Context: an optimization exercise on an open-source flow, tuned for small area. The choices shown serve that exercise and are no tape-out recipe.
Only simulation tests tie the RTL to the original design; equivalence was not proved.
Power and IR drop assume default switching activity.

==> flow/design.v <==
package rv32_pkg;
    typedef struct packed {
        logic [6:0] funct7;
        logic [4:0] rs2;
        logic [4:0] rs1;
        logic [2:0] funct3;
        logic [4:0] rd;
        logic [6:0] opcode;
    } r_fmt_t;
    typedef struct packed {
        logic [11:0] imm;
        logic [4:0]  rs1;
        logic [2:0]  funct3;
        logic [4:0]  rd;
        logic [6:0]  opcode;
    } i_fmt_t;
    typedef struct packed {
        logic [6:0] imm_hi;
        logic [4:0] rs2;
        logic [4:0] rs1;
        logic [2:0] funct3;
        logic [4:0] imm_lo;
        logic [6:0] opcode;
    } s_fmt_t;
    typedef union packed {
        r_fmt_t r;
        i_fmt_t i;
        s_fmt_t s;
    } instr_t;
    typedef enum logic [2:0] {
        class_alu_reg,
        class_alu_imm,
        class_load,
        class_store,
        class_illegal
    } instr_class_t;
    typedef enum logic [3:0] {
        alu_add,
        alu_sub,
        alu_sll,
        alu_slt,
        alu_sltu,
        alu_xor,
        alu_srl,
        alu_sra,
        alu_or,
        alu_and
    } alu_op_t;
    typedef enum logic [2:0] {
        st_fetch,
        st_decode,
        st_execute,
        st_alu_wb,
        st_mem_addr,
        st_mem_read,
        st_mem_wb,
        st_mem_write
    } core_state_t;
    typedef enum logic {
        src_a_pc,
        src_a_reg
    } src_a_t;
    typedef enum logic [1:0] {
        src_b_reg,
        src_b_imm,
        src_b_four
    } src_b_t;
    typedef enum logic {
        result_alu_last,
        result_mem_data
    } result_sel_t;
    typedef struct packed {
        logic        ir_write;
        logic        pc_write;
        logic        pc_plus4_write;
        logic        alu_last_write;
        logic        mem_data_write;
        logic        reg_write;
        logic        mem_wr_ena;
        logic        mem_addr_from_alu;
        logic        use_decoded_op;
        src_a_t      src_a;
        src_b_t      src_b;
        result_sel_t result_sel;
    } core_ctrl_t;
endpackage
`timescale 1ns/1ps
module alu (
    input  logic [32-1:0] a,
    input  logic [32-1:0] b,
    input  rv32_pkg::alu_op_t          op,
    output logic [32-1:0] result
);
    logic [4:0] shamt;
    assign shamt = b[4:0];
    always_comb begin
        case (op)
            rv32_pkg::alu_add:  result = a + b;
            rv32_pkg::alu_sub:  result = a - b;
            rv32_pkg::alu_sll:  result = a << shamt;
            rv32_pkg::alu_slt: begin
                result = {{(32-1){1'b0}}, ($signed(a) < $signed(b))};
            end
            rv32_pkg::alu_sltu: begin
                result = {{(32-1){1'b0}}, (a < b)};
            end
            rv32_pkg::alu_xor:  result = a ^ b;
            rv32_pkg::alu_srl:  result = a >> shamt;
            rv32_pkg::alu_sra:  result = $signed(a) >>> shamt;
            rv32_pkg::alu_or:   result = a | b;
            rv32_pkg::alu_and:  result = a & b;
            default:  result = '0;
        endcase
    end
endmodule
`timescale 1ns/1ps
module register_file (
    input  logic             clk,
    input  logic             rst,
    input  logic             wr_ena,
    input  logic [4:0]       wr_addr,
    input  logic [32-1:0] wr_data,
    input  logic [4:0]       rd_addr0,
    input  logic [4:0]       rd_addr1,
    output logic [32-1:0] rd_data0,
    output logic [32-1:0] rd_data1
);
    logic [32-1:0] regs [32];
    always_ff @(posedge clk) begin
        if (rst) begin
            for (int i = 0; i < 32; i++) begin
                regs[i] <= '0;
            end
        end else if (wr_ena && wr_addr != 5'd0) begin
            regs[wr_addr] <= wr_data;
        end
    end
    assign rd_data0 = (rd_addr0 == 5'd0) ? '0 : regs[rd_addr0];
    assign rd_data1 = (rd_addr1 == 5'd0) ? '0 : regs[rd_addr1];
endmodule
`timescale 1ns/1ps
module instr_decoder (
    input  rv32_pkg::instr_t             instr,
    output rv32_pkg::instr_class_t       instr_class,
    output logic [4:0]         rs1,
    output logic [4:0]         rs2,
    output logic [4:0]         rd,
    output logic [32-1:0]   imm,
    output rv32_pkg::alu_op_t            alu_op
);
    assign rs1 = instr.r.rs1;
    assign rs2 = instr.r.rs2;
    assign rd  = instr.r.rd;
    always_comb begin
        case (instr.r.opcode)
            7'b0110011: instr_class = rv32_pkg::class_alu_reg;
            7'b0010011: instr_class = rv32_pkg::class_alu_imm;
            7'b0000011:    instr_class = rv32_pkg::class_load;
            7'b0100011:   instr_class = rv32_pkg::class_store;
            default:      instr_class = rv32_pkg::class_illegal;
        endcase
    end
    always_comb begin
        if (instr_class == rv32_pkg::class_store) begin
            imm = {{(32-12){instr.s.imm_hi[6]}}, instr.s.imm_hi, instr.s.imm_lo};
        end else begin
            imm = {{(32-12){instr.i.imm[11]}}, instr.i.imm};
        end
    end
    always_comb begin
        case (instr.r.funct3)
            3'b000: begin
                if (instr_class == rv32_pkg::class_alu_reg && instr.r.funct7[5]) begin
                    alu_op = rv32_pkg::alu_sub;
                end else begin
                    alu_op = rv32_pkg::alu_add;
                end
            end
            3'b001: alu_op = rv32_pkg::alu_sll;
            3'b010: alu_op = rv32_pkg::alu_slt;
            3'b011: alu_op = rv32_pkg::alu_sltu;
            3'b100: alu_op = rv32_pkg::alu_xor;
            3'b101: begin
                if (instr.r.funct7[5]) begin
                    alu_op = rv32_pkg::alu_sra;
                end else begin
                    alu_op = rv32_pkg::alu_srl;
                end
            end
            3'b110: alu_op = rv32_pkg::alu_or;
            default: alu_op = rv32_pkg::alu_and;
        endcase
    end
endmodule
`timescale 1ns/1ps
module core_control (
    input  logic         clk,
    input  logic         rst,
    input  rv32_pkg::instr_class_t instr_class,
    output rv32_pkg::core_ctrl_t   ctrl,
    output logic         instruction_done,
    output logic [31:0]  instructions_completed
);
    rv32_pkg::core_state_t state;
    rv32_pkg::core_state_t state_next;
    always_ff @(posedge clk) begin
        if (rst) begin
            state <= rv32_pkg::st_fetch;
        end else begin
            state <= state_next;
        end
    end
    always_comb begin
        state_next = state;
        case (state)
            rv32_pkg::st_fetch: state_next = rv32_pkg::st_decode;
            rv32_pkg::st_decode: begin
                case (instr_class)
                    rv32_pkg::class_alu_reg, rv32_pkg::class_alu_imm: state_next = rv32_pkg::st_execute;
                    rv32_pkg::class_load, rv32_pkg::class_store:      state_next = rv32_pkg::st_mem_addr;
                    default:                      state_next = rv32_pkg::st_decode;
                endcase
            end
            rv32_pkg::st_execute: state_next = rv32_pkg::st_alu_wb;
            rv32_pkg::st_alu_wb:  state_next = rv32_pkg::st_fetch;
            rv32_pkg::st_mem_addr: begin
                if (instr_class == rv32_pkg::class_store) begin
                    state_next = rv32_pkg::st_mem_write;
                end else begin
                    state_next = rv32_pkg::st_mem_read;
                end
            end
            rv32_pkg::st_mem_read:  state_next = rv32_pkg::st_mem_wb;
            rv32_pkg::st_mem_wb:    state_next = rv32_pkg::st_fetch;
            rv32_pkg::st_mem_write: state_next = rv32_pkg::st_fetch;
            default:      state_next = rv32_pkg::st_fetch;
        endcase
    end
    always_comb begin
        ctrl = '0;
        ctrl.src_a = rv32_pkg::src_a_pc;
        ctrl.src_b = rv32_pkg::src_b_reg;
        ctrl.result_sel = rv32_pkg::result_alu_last;
        case (state)
            rv32_pkg::st_fetch: begin
                ctrl.ir_write = 1'b1;
                ctrl.pc_plus4_write = 1'b1;
                ctrl.src_a = rv32_pkg::src_a_pc;
                ctrl.src_b = rv32_pkg::src_b_four;
            end
            rv32_pkg::st_execute: begin
                ctrl.alu_last_write = 1'b1;
                ctrl.use_decoded_op = 1'b1;
                ctrl.src_a = rv32_pkg::src_a_reg;
                if (instr_class == rv32_pkg::class_alu_imm) begin
                    ctrl.src_b = rv32_pkg::src_b_imm;
                end
            end
            rv32_pkg::st_alu_wb: begin
                ctrl.reg_write = 1'b1;
                ctrl.pc_write = 1'b1;
            end
            rv32_pkg::st_mem_addr: begin
                ctrl.alu_last_write = 1'b1;
                ctrl.src_a = rv32_pkg::src_a_reg;
                ctrl.src_b = rv32_pkg::src_b_imm;
            end
            rv32_pkg::st_mem_read: begin
                ctrl.mem_addr_from_alu = 1'b1;
                ctrl.mem_data_write = 1'b1;
            end
            rv32_pkg::st_mem_wb: begin
                ctrl.reg_write = 1'b1;
                ctrl.pc_write = 1'b1;
                ctrl.result_sel = rv32_pkg::result_mem_data;
            end
            rv32_pkg::st_mem_write: begin
                ctrl.mem_addr_from_alu = 1'b1;
                ctrl.mem_wr_ena = 1'b1;
                ctrl.pc_write = 1'b1;
            end
            default: begin
            end
        endcase
    end
    assign instruction_done = ctrl.pc_write;
    always_ff @(posedge clk) begin
        if (rst) begin
            instructions_completed <= '0;
        end else if (instruction_done) begin
            instructions_completed <= instructions_completed + 32'd1;
        end
    end
endmodule
`timescale 1ns/1ps
module rv32_core (
    input  logic             clk,
    input  logic             rst,
    output logic [32-1:0] mem_addr,
    input  logic [32-1:0] mem_rd_data,
    output logic [32-1:0] mem_wr_data,
    output logic             mem_wr_ena,
    output logic [32-1:0] pc,
    output logic             instruction_done,
    output logic [31:0]      instructions_completed
);
    rv32_pkg::core_ctrl_t       ctrl;
    rv32_pkg::instr_t           ir;
    rv32_pkg::instr_class_t     instr_class;
    rv32_pkg::alu_op_t          decoded_op;
    rv32_pkg::alu_op_t          alu_op;
    logic [4:0]       rs1;
    logic [4:0]       rs2;
    logic [4:0]       rd;
    logic [32-1:0] imm;
    logic [32-1:0] pc_plus4;
    logic [32-1:0] reg_a;
    logic [32-1:0] reg_b;
    logic [32-1:0] alu_last;
    logic [32-1:0] mem_data;
    logic [32-1:0] rf_data0;
    logic [32-1:0] rf_data1;
    logic [32-1:0] src_a;
    logic [32-1:0] src_b;
    logic [32-1:0] alu_result;
    logic [32-1:0] result;
    instr_decoder u_decoder (
        .instr       (ir),
        .instr_class (instr_class),
        .rs1         (rs1),
        .rs2         (rs2),
        .rd          (rd),
        .imm         (imm),
        .alu_op      (decoded_op)
    );
    core_control u_control (
        .clk                    (clk),
        .rst                    (rst),
        .instr_class            (instr_class),
        .ctrl                   (ctrl),
        .instruction_done       (instruction_done),
        .instructions_completed (instructions_completed)
    );
    always_ff @(posedge clk) begin
        if (rst) begin
            pc <= 32'h0000_0000;
        end else if (ctrl.pc_write) begin
            pc <= pc_plus4;
        end
    end
    always_ff @(posedge clk) begin
        if (ctrl.pc_plus4_write) begin
            pc_plus4 <= alu_result;
        end
        if (ctrl.ir_write) begin
            ir <= mem_rd_data;
        end
        if (ctrl.alu_last_write) begin
            alu_last <= alu_result;
        end
        if (ctrl.mem_data_write) begin
            mem_data <= mem_rd_data;
        end
        reg_a <= rf_data0;
        reg_b <= rf_data1;
    end
    register_file u_regfile (
        .clk      (clk),
        .rst      (rst),
        .wr_ena   (ctrl.reg_write),
        .wr_addr  (rd),
        .wr_data  (result),
        .rd_addr0 (rs1),
        .rd_addr1 (rs2),
        .rd_data0 (rf_data0),
        .rd_data1 (rf_data1)
    );
    assign src_a = (ctrl.src_a == rv32_pkg::src_a_reg) ? reg_a : pc;
    always_comb begin
        case (ctrl.src_b)
            rv32_pkg::src_b_reg: src_b = reg_b;
            rv32_pkg::src_b_imm: src_b = imm;
            default:   src_b = 32'd4;
        endcase
    end
    assign alu_op = ctrl.use_decoded_op ? decoded_op : rv32_pkg::alu_add;
    alu u_alu (
        .a      (src_a),
        .b      (src_b),
        .op     (alu_op),
        .result (alu_result)
    );
    assign result = (ctrl.result_sel == rv32_pkg::result_mem_data) ? mem_data : alu_last;
    assign mem_addr    = ctrl.mem_addr_from_alu ? alu_last : pc;
    assign mem_wr_data = reg_b;
    assign mem_wr_ena  = ctrl.mem_wr_ena;
endmodule
==> flow/run.sh <==
#!/bin/bash
# synth_recipe.tcl (not shown) runs the flow's synth.tcl, then flattens the netlist and writes it again
# the make line also repeats each setting of config.mk as NAME=value (left out here)
make -C /OpenROAD-flow-scripts/flow DESIGN_CONFIG=/design/flow/config.mk WORK_HOME=/design/flow/orfs CLKGATE_MAP_FILE= SYNTH_SCRIPT=/design/flow/synth_recipe.tcl finish
==> flow/config.mk <==
export PLATFORM = sky130hd
export DESIGN_NAME = rv32_core
export DESIGN_NICKNAME = rv32_core
export VERILOG_FILES = /design/flow/design.v
export SDC_FILE = /design/flow/constraint.sdc
export NUM_CORES = 4
export LEC_CHECK = 0
export CAP_MARGIN = 20
export CORE_MARGIN = 2
export CORE_UTILIZATION = 40
export SLEW_MARGIN = 20
==> flow/constraint.sdc <==
create_clock -name core_clock -period 10.0 [get_ports {clk}]
set_input_delay 2.0000 -clock core_clock [delete_from_list [all_inputs] [get_ports {clk}]]
set_output_delay 2.0000 -clock core_clock [all_outputs]
set_load 0.01 [all_outputs]
==> summary.txt <==
- Crit start category: flop
- CTS tree: built
- Vias/cell: 6.507
- R2r endpoint: pc_plus4[22]$_DFFE_PP_
- Drt pass-1 iters: 8
- Global route overflow: 0
- Worst Reg2Reg Path Length in Cells: 16
- DRC Markers: 0
- Num CTS Buffers: 140
- Clock period minus worst slack: 6.708 ns
- First-pass GRT wire length: 393000 µm
- Unrepaired setup endpoints after global routing: false
- Relative slew margins: 19.44%
- Worst hold slack: 0.4976 ns
- HPWL Detailed: 184200 µm
- Status: complete, no violations
- CP endpoint: pc_plus4[22]$_DFFE_PP_
- Clk Latency, worst-skew pair: 0.80 ns
- Iter 0 DRT Violations: 7402
- Net count, final: 5647
- Cts repair resizes: 0
- Fmax: 149.1 MHz
- Max stage delay cell, worst path: dfxtp_1
- FF+latch count, synth: 1283
- Maximum root-to-sink buffer count: 3
- Register area share after synthesis: 53.02%
- Initial Util: 40.30%
- DIE AREA: 0.1789 mm²
- Cts hold-fix bufs: 0
- EDFF count, synth: 1152
- Slew @ Worst Pin: 1.208 ns
- PwrDens: 166.2 mW/mm²
- H-Tree Level Count: 4
- Vias: 51718
- Cell row count: 153
- Placer Congestion: 1.024
- Synth Cell Area: 0.07020 mm²
- Mean Syn Cell Area: 12.75 µm²
- Distinct cell type count after synthesis: 101
- Ys flop type: edfxtp_1
- Number of setup buffers added after CTS: 0
- Vias in the first global route: 50561
- Critical Path Sink Type: flop
- WP data required: 10.47 ns
- Antenna-violating nets left: 0
- Core area: 0.1742 mm²
- Final setup TNS: 0 ns
- IO Pins: 164
- Worst path bufs/invs: 1
- CTS Sinks: 1283
- Clock Pin Slew Worst Setup and Hold Paths: 0.07 ns
- Fin crit share: 67.08%
- Max Transition Viols Final: 0
- Asr flop ratio synth: 0%
- Worst-path cell chain: nor2b_1 > a41oi_1 > a21o_1 > buf_4 > nand2_4 > ha_1 > fa_1 > a21o_1 > a21oi_1 > o21ai_0 > a22oi_1 > a21boi_0 > o21ai_0 > a221o_1 > a222oi_1 > nand4_1
- CP max FO: 43
- Initial antenna violation count: 8
- CP arrival: 7.18 ns
- Total of warnings raised by yosys: 5
- Syn Inst Count: 5505
- Total Routed Length: 281000 µm
- Clock root buffer: clkbuf_16
- Clk_skew: 0.02784 ns
- Total track usage: 30.96%
- Maxcap violations: 0
- Routed wire per std cell: 35.36 µm
- Die height: 422.9 µm
- Max incr delay on CP: 0.81 ns
- Cell count along the critical path: 16
- Reg2reg start: u_control.state[0]$_SDFF_PP0_
- Crit-path leading delay family: compound AO/OA/AOI/OAI gates
- Hold crit path type: reg2reg
- Final hold vios: 0
- Share of layout cells above drive strength 1: 21.31%
- Final setup violation count: 0
- Peak VDD IR: 138.9 µV
- Largest net degree at the start of global routing: 122
- Critical hold path startpoint: pc_plus4[24]$_DFFE_PP_
- Crit path launch: u_control.state[0]$_SDFF_PP0_
- LEAKAGE: 28.00 nW
- Area growth, synth to finish: 14.03%
- Crit Path Class: reg2reg
- DIE WIDTH: 422.9 µm
- IO buf count: 163
- Reg2Reg Setup Slack: 3.29 ns
[per-layer routing]
| layer | track usage (%) | wire length (µm) | vias to the layer above |
|---|---|---|---|
| li1 | - | - | 21114 |
| met1 | 39.57 | 102700 | 26662 |
| met2 | 49.42 | 132300 | 3249 |
| met3 | 6.268 | 27660 | 689 |
| met4 | 17.18 | 18350 | 4 |
| met5 | 0 | 32 | - |
[cells in the final DEF (no fill, tap or decap), types with 114 or more instances in the layout]
cell | synthesis | final
o21ai_0 | 114 | 114
mux2i_1 | 184 | 152
buf_4 | 3 | 158
mux4_2 | 586 | 586
nand2_1 | 231 | 201
nor2_1 | 1233 | 1230
dfxtp_1 | 131 | 131
clkbuf_16 | 0 | 147
a21oi_1 | 230 | 229
clkdlybuf4s50_1 | 0 | 162
edfxtp_1 | 1152 | 1152
[synth_stat cells (40+ instances only)]
cell type,count,area share (%)
buf_2,44,0.31
nor3_1,89,0.63
mux4_2,586,19
edfxtp_1,1152,49
nand2_1,231,1.2
ha_1,101,1.8
nand2b_1,42,0.37
a211oi_1,49,0.52
clkbuf_1,407,2.2
nand3_1,40,0.29
a21oi_1,230,1.6
dfxtp_1,131,3.7
mux2_2,66,1.1
o22ai_1,48,0.43
inv_1,104,0.56
o21ai_0,114,0.81
buf_1,70,0.37
nor2_1,1233,6.6
o221ai_1,41,0.51
mux2i_1,184,2.6
[how the worst min path moves through the flow]
stage	slack, ns	cells past startpoint	to
floorplan	0.47	2	pc[0]$_SDFFE_PP0P_
global placement	0.48	2	pc[7]$_SDFFE_PP0P_
detailed placement	0.49	2	pc[25]$_SDFFE_PP0P_
CTS	0.50	2	pc[25]$_SDFFE_PP0P_
global route	0.52	2	pc[24]$_SDFFE_PP0P_
finish	0.50	2	pc[24]$_SDFFE_PP0P_
[flip-flops by register name (all words and copies together), names as in the netlist]
signal / flops
ir: 32
u_regfile.regs: 1024
mem_data: 32
u_control.instructions_completed: 32
reg_b: 32
u_control.state: 3
alu_last: 32
reg_a: 32
pc_plus4: 32
pc: 32
[per-stage QoR]
step                total power, mW  instances  util [%]  instance area (µm²)  setup WS [ns]
finish                        13.31       7948     45.95                80050          3.292
global route                  13.64       7946     45.95                80040          3.060
CTS                           13.31       7930     45.72                79650          3.453
detailed placement            8.198       7677     43.14                75150          3.518
global placement              8.194       7665     42.96                74840          3.644
floorplan                     7.402       5536         -                70310          4.364
[report_power, final]
| part | total, mW | switching (mW) | leakage [nW] | internal (mW) |
|---|---|---|---|---|
| Combinational | 1.91 | 1.19 | 13.0 | 0.718 |
| Clock | 5.16 | 2.23 | 2.18 | 2.93 |
| Sequential | 6.24 | 0.178 | 12.9 | 6.06 |
[tightest hold or removal path, delay by kind of cell, from the launching register on]
| kind | cells | cell delay (ns) |
|---|---|---|
| flops | 1 | 0.32 |
| compound gates | 1 | 0.11 |
| simple gates | 1 | 0.04 |
[kinds of logic after synthesis]
group | after synthesis | share of synthesized area [%]
mux | 837 | 22.50
xor+xnor | 37 | 0.4616
fa+ha+maj | 103 | 1.857
compound gates | 828 | 8.083
flops | 1283 | 53.02
buf+inv | 633 | 3.492
simple gates | 1783 | 10.58
other cells | 1 | 0.005342
[cell type report]
class / instances / area (µm²)
clock inverter: 64 / 639.4
sequential: 1283 / 37220
timing repair buffer: 357 / 3665
inverter: 108 / 406.6
clock buffer: 189 / 3851
fill: 15585 / 94160
multi-input combinational: 3620 / 31360
tap: 2325 / 2909
antenna: 2 / 5.005

==> what the ideal ports hide <==
In the flow no input, the clock included, has a driving cell. The finished layout below was timed again as built, in two steps.
Step 1 (the two cells are an assumption about what drives the block):
set clk [get_ports {clk}]
set_driving_cell -lib_cell sky130_fd_sc_hd__clkbuf_16 $clk
set_driving_cell -lib_cell sky130_fd_sc_hd__buf_2 [delete_from_list [all_inputs] $clk]
Step 2 adds t to the input delays and takes it off the output delays; t is the mean of the earliest and latest rising clock arrival at the registers after step 1. Input paths then give back, and output paths get back, about the clock's delay inside the block.
Slacks: no drivers / after step 1 / after step 2; pairs: no drivers / after step 1.
shift t [ns]: 0.882
slack for setup (ns): 3.292 / 3.292 / 3.292
latest minus earliest clock arrival (ns): 0.030 / 0.030
worst data-port slew with drivers (ns): 0.09
After both steps setup and hold are still met in this run. The setup slack of this run moves by 0.000 ns with the drivers and by 0.000 ns with both steps.
